This design comes from an exercise in tuning for small area on the open sky130 flow, not from production work.
Function was checked by simulation only, so behaviour that the tests miss may differ from the original.
The flow treats the clock pin as an ideal source, which a real chip does not have.
Power and IR drop assume default switching activity.

[flow/run.sh]
#!/bin/bash
# Own layout flow: the standard ORFS flow (standard.sh, unchanged synthesis), with
#  - a buf_2 buffer on every input port and a buf_1 buffer on every output port
#    (the outputs are buffered right after global placement, see post_gpl.tcl),
#  - CTS with small leaf buffers and no dummy loads, then the few leaf buffers whose
#    flip-flop clock pins have the slowest slews upsized (see post_cts.tcl).
# Each make run writes its full output to a log file in the work folder; ORFS's own
# per-step logs stay under orfs/logs/.
set -euo pipefail
cd "$(dirname "$0")/.."
bash standard.sh synth > flow_synth.log 2>&1
bash standard.sh \
  BUFFER_PORTS_ARGS="-inputs -buffer_cell sky130_fd_sc_hd__buf_2" \
  POST_GLOBAL_PLACE_TCL="$PWD/flow/post_gpl.tcl" \
  CTS_ARGS="-sink_clustering_enable -repair_clock_nets -dont_use_dummy_load -buf_list sky130_fd_sc_hd__clkbuf_4 -sink_clustering_size 10 -sink_clustering_max_diameter 50" \
  POST_CTS_TCL="$PWD/flow/post_cts.tcl" \
  finish > flow_layout.log 2>&1
[flow/post_cts.tcl]
estimate_parasitics -placement
set slow {}
foreach pin [get_pins -hierarchical */CLK] {
  if {[get_property $pin slew_max] > 0.110} {
    foreach d [get_pins -of_objects [get_nets -of_objects $pin] -filter "direction==output"] {
      dict set slow [get_full_name [get_cells -of_objects $d]] 1
    }
  }
}
set n 0
foreach name [dict keys $slow] {
  set inst [[ord::get_db_block] findInst $name]
  if {$inst != "NULL" && [[$inst getMaster] getName] == "sky130_fd_sc_hd__clkbuf_4"} {
    replace_cell $name sky130_fd_sc_hd__clkbuf_8
    incr n
  }
}
puts "Upsized $n clock buffers"
detailed_placement
check_placement -verbose
estimate_parasitics -placement
[flow/post_gpl.tcl]
# Buffer every output port with the smallest buffer once global placement is done
# (the inputs were buffered before placement, by buffer_ports -inputs).
buffer_ports -outputs -buffer_cell sky130_fd_sc_hd__buf_1
[standard.sh]
#!/bin/bash
# synth_recipe.tcl (not shown) runs the flow's synth.tcl, then flattens the netlist and writes it again
# the make line also repeats each setting of config.mk as NAME=value (left out here)
make -C /OpenROAD-flow-scripts/flow DESIGN_CONFIG=/design/flow/config.mk WORK_HOME=/design/flow/orfs CLKGATE_MAP_FILE= SYNTH_SCRIPT=/design/flow/synth_recipe.tcl "${@:-finish}"
[config.mk]
export PLATFORM = sky130hd
export DESIGN_NAME = register_file
export DESIGN_NICKNAME = register_file
export VERILOG_FILES = /design/flow/design.v
export SDC_FILE = /design/flow/constraint.sdc
export NUM_CORES = 4
export LEC_CHECK = 0
export CAP_MARGIN = 20
export CORE_MARGIN = 2
export CORE_UTILIZATION = 50
export PLACE_DENSITY = 0.65
export SLEW_MARGIN = 20
export SYNTH_HIERARCHICAL = 1
export SYNTH_MINIMUM_KEEP_SIZE = 0
[constraint.sdc]
create_clock -name core_clock -period 6.0 [get_ports {clk_cpu}]
set_input_delay 1.2000 -clock core_clock [delete_from_list [all_inputs] [get_ports {clk_cpu}]]
set_output_delay 1.2000 -clock core_clock [all_outputs]
set_load 0.01 [all_outputs]
[design.v]
package register_file_pkg;
  localparam int RF_N_REGS = 32;
  localparam int RF_DATA_W = 32;
  localparam int RF_ADRS_W = (RF_N_REGS > 1) ? $clog2(RF_N_REGS) : 1;
  localparam int RF_HCYCL = 5;
endpackage
module register_file_rd_port
#(
  parameter int N_REGS = register_file_pkg::RF_N_REGS,
  parameter int DATA_W = register_file_pkg::RF_DATA_W,
  parameter int ADRS_W = register_file_pkg::RF_ADRS_W
) (
  input  logic [ADRS_W-1:0]        rd_adrs,
  input  logic [N_REGS-1:0]        valid,
  input  logic [N_REGS*DATA_W-1:0] regs_flat,
  output logic [DATA_W-1:0]        q
);
  logic [N_REGS-1:0] w_sel;
  genvar gi, gb;
  generate
    for (gi = 0; gi < N_REGS; gi++) begin : g_sel
      assign w_sel[gi] = (rd_adrs == ADRS_W'(gi)) & valid[gi];
    end
    for (gb = 0; gb < DATA_W; gb++) begin : g_bit
      logic [N_REGS-1:0] w_d;
      for (gi = 0; gi < N_REGS; gi++) begin : g_d
        assign w_d[gi] = regs_flat[gi*DATA_W + gb];
      end
      register_file_mux32 u_mux (
        .sel (w_sel),
        .d   (w_d),
        .q   (q[gb])
      );
    end
  endgenerate
endmodule
module register_file_mux32 (
  input  logic [31:0] sel,
  input  logic [31:0] d,
  output logic        q
);
  logic [9:0] w_n;
  logic [2:0] w_o;
  logic       w_or;
  genvar gi;
  generate
    for (gi = 0; gi < 10; gi++) begin : g_aoi
      register_file_aoi222 u_aoi (
        .a1 (sel[3*gi]),   .a2 (d[3*gi]),
        .b1 (sel[3*gi+1]), .b2 (d[3*gi+1]),
        .c1 (sel[3*gi+2]), .c2 (d[3*gi+2]),
        .y  (w_n[gi])
      );
    end
  endgenerate
  register_file_nand4 u_nand_0 (.a (w_n[0]), .b (w_n[1]), .c (w_n[2]), .d (w_n[3]), .y (w_o[0]));
  register_file_nand4 u_nand_1 (.a (w_n[4]), .b (w_n[5]), .c (w_n[6]), .d (w_n[7]), .y (w_o[1]));
  register_file_nand2 u_nand_2 (.a (w_n[8]), .b (w_n[9]), .y (w_o[2]));
  register_file_or3   u_or     (.a (w_o[0]), .b (w_o[1]), .c (w_o[2]), .y (w_or));
  register_file_ao221 u_ao (
    .a1 (sel[30]), .a2 (d[30]),
    .b1 (sel[31]), .b2 (d[31]),
    .c  (w_or),
    .y  (q)
  );
endmodule
module register_file_aoi222 (
  input  logic a1, a2, b1, b2, c1, c2,
  output logic y
);
  assign y = ~((a1 & a2) | (b1 & b2) | (c1 & c2));
endmodule
module register_file_ao221 (
  input  logic a1, a2, b1, b2, c,
  output logic y
);
  assign y = (a1 & a2) | (b1 & b2) | c;
endmodule
module register_file_nand4 (
  input  logic a, b, c, d,
  output logic y
);
  assign y = ~(a & b & c & d);
endmodule
module register_file_nand2 (
  input  logic a, b,
  output logic y
);
  assign y = ~(a & b);
endmodule
module register_file_or3 (
  input  logic a, b, c,
  output logic y
);
  assign y = a | b | c;
endmodule
module register_file
#(
  parameter int N_REGS = register_file_pkg::RF_N_REGS,
  parameter int DATA_W = register_file_pkg::RF_DATA_W,
  parameter int ADRS_W = register_file_pkg::RF_ADRS_W
) (
  input  logic              clk_cpu,
  input  logic              reset,
  input  logic [ADRS_W-1:0] rd_adrs_a,
  input  logic [ADRS_W-1:0] rd_adrs_b,
  input  logic [ADRS_W-1:0] wr_adrs,
  input  logic [DATA_W-1:0] wr_data,
  input  logic              wr_en,
  output logic [DATA_W-1:0] q_a,
  output logic [DATA_W-1:0] q_b
);
  logic [DATA_W-1:0]        r_regs [N_REGS];
  logic [N_REGS-1:0]        r_valid;
  logic [N_REGS-1:0]        w_we;
  logic [N_REGS*DATA_W-1:0] w_regs_flat;
  genvar gi;
  generate
    for (gi = 0; gi < N_REGS; gi++) begin : g_we
      assign w_we[gi] = wr_en & (wr_adrs == ADRS_W'(gi));
    end
  endgenerate
  always_ff @(posedge clk_cpu) begin
    for (int i = 0; i < N_REGS; i++) begin
      if (w_we[i]) begin
        r_regs[i] <= wr_data;
      end
    end
  end
  always_ff @(posedge clk_cpu or posedge reset) begin
    if (reset) begin
      r_valid <= '0;
    end else begin
      r_valid <= r_valid | w_we;
    end
  end
  generate
    for (gi = 0; gi < N_REGS; gi++) begin : g_flat
      assign w_regs_flat[gi*DATA_W +: DATA_W] = r_regs[gi];
    end
  endgenerate
  register_file_rd_port #(
    .N_REGS (N_REGS),
    .DATA_W (DATA_W),
    .ADRS_W (ADRS_W)
  ) u_rd_port_a (
    .rd_adrs   (rd_adrs_a),
    .valid     (r_valid),
    .regs_flat (w_regs_flat),
    .q         (q_a)
  );
  register_file_rd_port #(
    .N_REGS (N_REGS),
    .DATA_W (DATA_W),
    .ADRS_W (ADRS_W)
  ) u_rd_port_b (
    .rd_adrs   (rd_adrs_b),
    .valid     (r_valid),
    .regs_flat (w_regs_flat),
    .q         (q_b)
  );
endmodule
==> run notes <==
-- routing by layer --
metal  routed length, um  share of wire (%)
met1               49800                 33
met2               66900                 44
met3               26200                 17
met4                9660                6.3
met5                  35              0.023
-- tightest hold or removal path: stages --
cell and delay [ns]:
buf_2 0.09, inv_1 0.05, buf_4 0.40
-- cells by family after synthesis --
| family | count (synthesis) |
|---|---|
| buf+inv | 16 |
| flops | 1056 |
| simple gates | 396 |
| compound gates | 736 |
-- report_power, final --
group / internal [mW] / leakage, nW / total [mW] / switching, mW
registers: 8.21 / 9.59 / 8.29 / 0.0725
logic: 0.291 / 3.93 / 0.979 / 0.688
clock network: 0.959 / 0.572 / 3.21 / 2.25
-- Yosys cell counts, drive strengths merged --
cell / n
or4b: 1
a221o: 64
clkbuf: 9
and2: 4
edfxtp: 1024
and3: 66
nor3: 2
or2: 1
inv: 1
dfrtp: 32
a222oi: 640
and3b: 6
nand2: 65
nor3b: 6
nand4b: 3
nand4: 129
nor2: 36
nand2b: 2
nor2b: 8
nand4bb: 3
buf: 6
or3: 64
o21bai: 32
-- path summary, 6_finish.rpt --
path,from,endpoint,depth (start not counted)
worst min-delay path,reset,r_valid[24]$_DFF_PP0_,3
worst max-delay path,rd_adrs_b[3],q_b[25],9
worst max register to register,r_valid[1]$_DFF_PP0_,r_valid[1]$_DFF_PP0_,1
min in group core_clock,r_valid[15]$_DFF_PP0_,r_valid[15]$_DFF_PP0_,1
max in group asynchronous,reset,r_valid[15]$_DFF_PP0_,3
worst min register to register,r_valid[15]$_DFF_PP0_,r_valid[15]$_DFF_PP0_,1
-- cell type report --
class / instances / area share (%)
sequential: 1056 / 70.2
multi-input combinational: 1132 / 22.0
tap: 1070 / 2.98
timing repair buffer: 205 / 2.67
clock buffer: 121 / 2.11
antenna: 10 / 0.0557
inverter: 1 / 0.00835
-- state kept, by name, summed over array words and instances (netlist names) --
signal	count
r_regs	1024
r_valid	32
-- modules after synthesis (local to each module, per instance), a selection --
module	flops+latches	cell area (um2)	cells inside	times used
register_file	1056	32100	1148	1
register_file_ao221	0	10.0	1	64
register_file_nand2	0	3.75	1	64
register_file_nand4	0	6.26	1	128
register_file_or3	0	6.26	1	64
register_file_aoi222	0	10.0	1	640
-- layout by cell type, fill, tap and decap left out, drive strengths merged --
| master | instances |
|---|---|
| clkbuf | 121 |
| nand4b | 3 |
| nor2 | 36 |
| and3b | 6 |
| and2 | 4 |
| diode | 10 |
| or3 | 64 |
| or2 | 1 |
| inv | 1 |
| a222oi | 640 |
| and3 | 66 |
| nor3 | 2 |
| nor2b | 8 |
| nand4 | 129 |
| buf | 205 |
| a221o | 64 |
| nor3b | 6 |
| nand2 | 65 |
| nand2b | 2 |
| nand4bb | 3 |
| edfxtp | 1024 |
| dfrtp | 32 |
| or4b | 1 |
| o21bai | 32 |
-- through the flow --
step	area [um2]	std cells
floorplan	41200	2204
global placement	43700	3398
detailed placement	43900	3462
global route	44900	3591
finish	44900	3595
==> results.cfg <==
[run_status]
outcome = no timing/DRC/antenna violations

[worst_setup_path]
reg2reg_slack_ns = 5.28
critical_path_class = primary input to primary output
critical-path-slowest-cell = and3_1
crit_family = simple AND/OR/NAND/NOR gates
required_ns = 4.80
cp_max_fo = 17
critPathBufInv = 3
cp-start-kind = primary input
path_cells = buf_2 -> nor3b_2 -> and3_1 -> buf_4 -> a222oi_1 -> nand4_1 -> or3_1 -> a221o_1 -> buf_1
cp-end-kind = primary output
slowest_delay_ns = 0.59
crit_arrival_ns = 4.16

[global_routing]
grt_overflow_total = 0
grtUsageMet2_pct = 51.8
grt_max_degree = 33
grt_pass1_wl_mm = 210
busiest_layer = met2
antenna_found_initial = 10
grtUsageTotal_pct = 34.8
grt_pass1_vias = 29100
grt_use_met3_pct = 10.9
gr-usage-met1_pct = 46.0

[synthesis]
synth_top_family_by_area = compound AO/OA/AOI/OAI gates
synthCells = 2204
yosys.area_share.simple_pct = 5.60
ys_ff_latch = 1056
yosys.area.top_type = edfxtp_1
netlist_area_um2 = 41200
synth-adder-area-share_pct = 0
synthTopCellsByArea = edfxtp_1 75%, a222oi_1 16%, nand4_1 2.0%
synthDistinctLibCells = 29
synth-seq-area-share_pct = 76.5
synthXorXnorAreaFrac_pct = 0
yosys_warnings = 8
syn_nets = 2254
muxShareOfSynthArea_pct = 0
synth_top_area_share_pct = 74.6
synth.avg_cell_area_um2 = 18.7
synth_compound_area_share_pct = 17.7

[die]
num_rows = 105
die_area_um2 = 84800
design.portCount = 114
die_w_um = 291
die_h_um = 291
core_area_um2 = 81800
start_util_pct = 50.4

[timing]
report.final.slew_viol_count = 0
period_share_pct = 89.4
tns_ns = 0
slew_headroom_pct = 13.0
fin_skew_ns = 0
rsz0062_at_grt = false
hold_violations = 0
finalWorstSetupSlack_ns = 0.639
tightest_slew_ns = 1.31
setup_violations = 0
fmax_ghz = 0.187
min_period_ns = 5.36
hold_ws_ns = 0.315

[route]
dr.pass1.iters = 14
antenna_left = 0
drc = 0
via_per_inst = 8.44
drt-total-wl_mm = 153
drtIter0Drc = 7905
vias = 30300
routedWlPerCell_um = 42.4

[cells_and_area]
final_nets = 2567
utilization_pct = 54.9
area_growth_pct = 8.95
fillers = 6451
area.sequential_um2 = 31600
drive_above_1_share_pct = 12.9
multi_input_area_um2 = 9870

[clock_network]
cts_num_sinks = 1056
path_clk_slew_ns = 0.10
clk_latency_ns = 0.95
cts_tree = yes

[place]
port_buffers = 113
hpwlAfterDp_mm = 86.6
pre_cts_ws_ns = 0.753

[power_and_ir_drop]
finalPower_mw = 12.5
p_leak_nw = 14.1
power.density_nw_per_um2 = 278
peakVddDrop_mv = 0.165

[job]
maxCapViolCount = 0

[min_path]
min_path_type = primary input to asynchronous set/reset pin

[what the ideal ports hide]
In the flow no input, the clock included, has a driving cell. The finished layout below was timed again as built, in two steps. Step 1 (the two cells are an assumption about what drives the block):
set clk [get_ports {clk_cpu}]
set_driving_cell -lib_cell sky130_fd_sc_hd__clkbuf_16 $clk
set_driving_cell -lib_cell sky130_fd_sc_hd__buf_2 [delete_from_list [all_inputs] $clk]
Step 2 also shifts input and output timing later by t, the mid clock arrival at the registers, as if the neighbouring blocks saw the same clock. Three values: no drivers, after step 1, after step 2; two values: the first two.
t (ns): 1.028
setup WS [ns]: 0.639 / 0.617 / 0.617
latest minus earliest clock arrival (ns): 0.121 / 0.121
After both steps this run still meets setup and hold. The setup slack of this run moves by -0.022 ns with the drivers and by -0.022 ns with both steps.
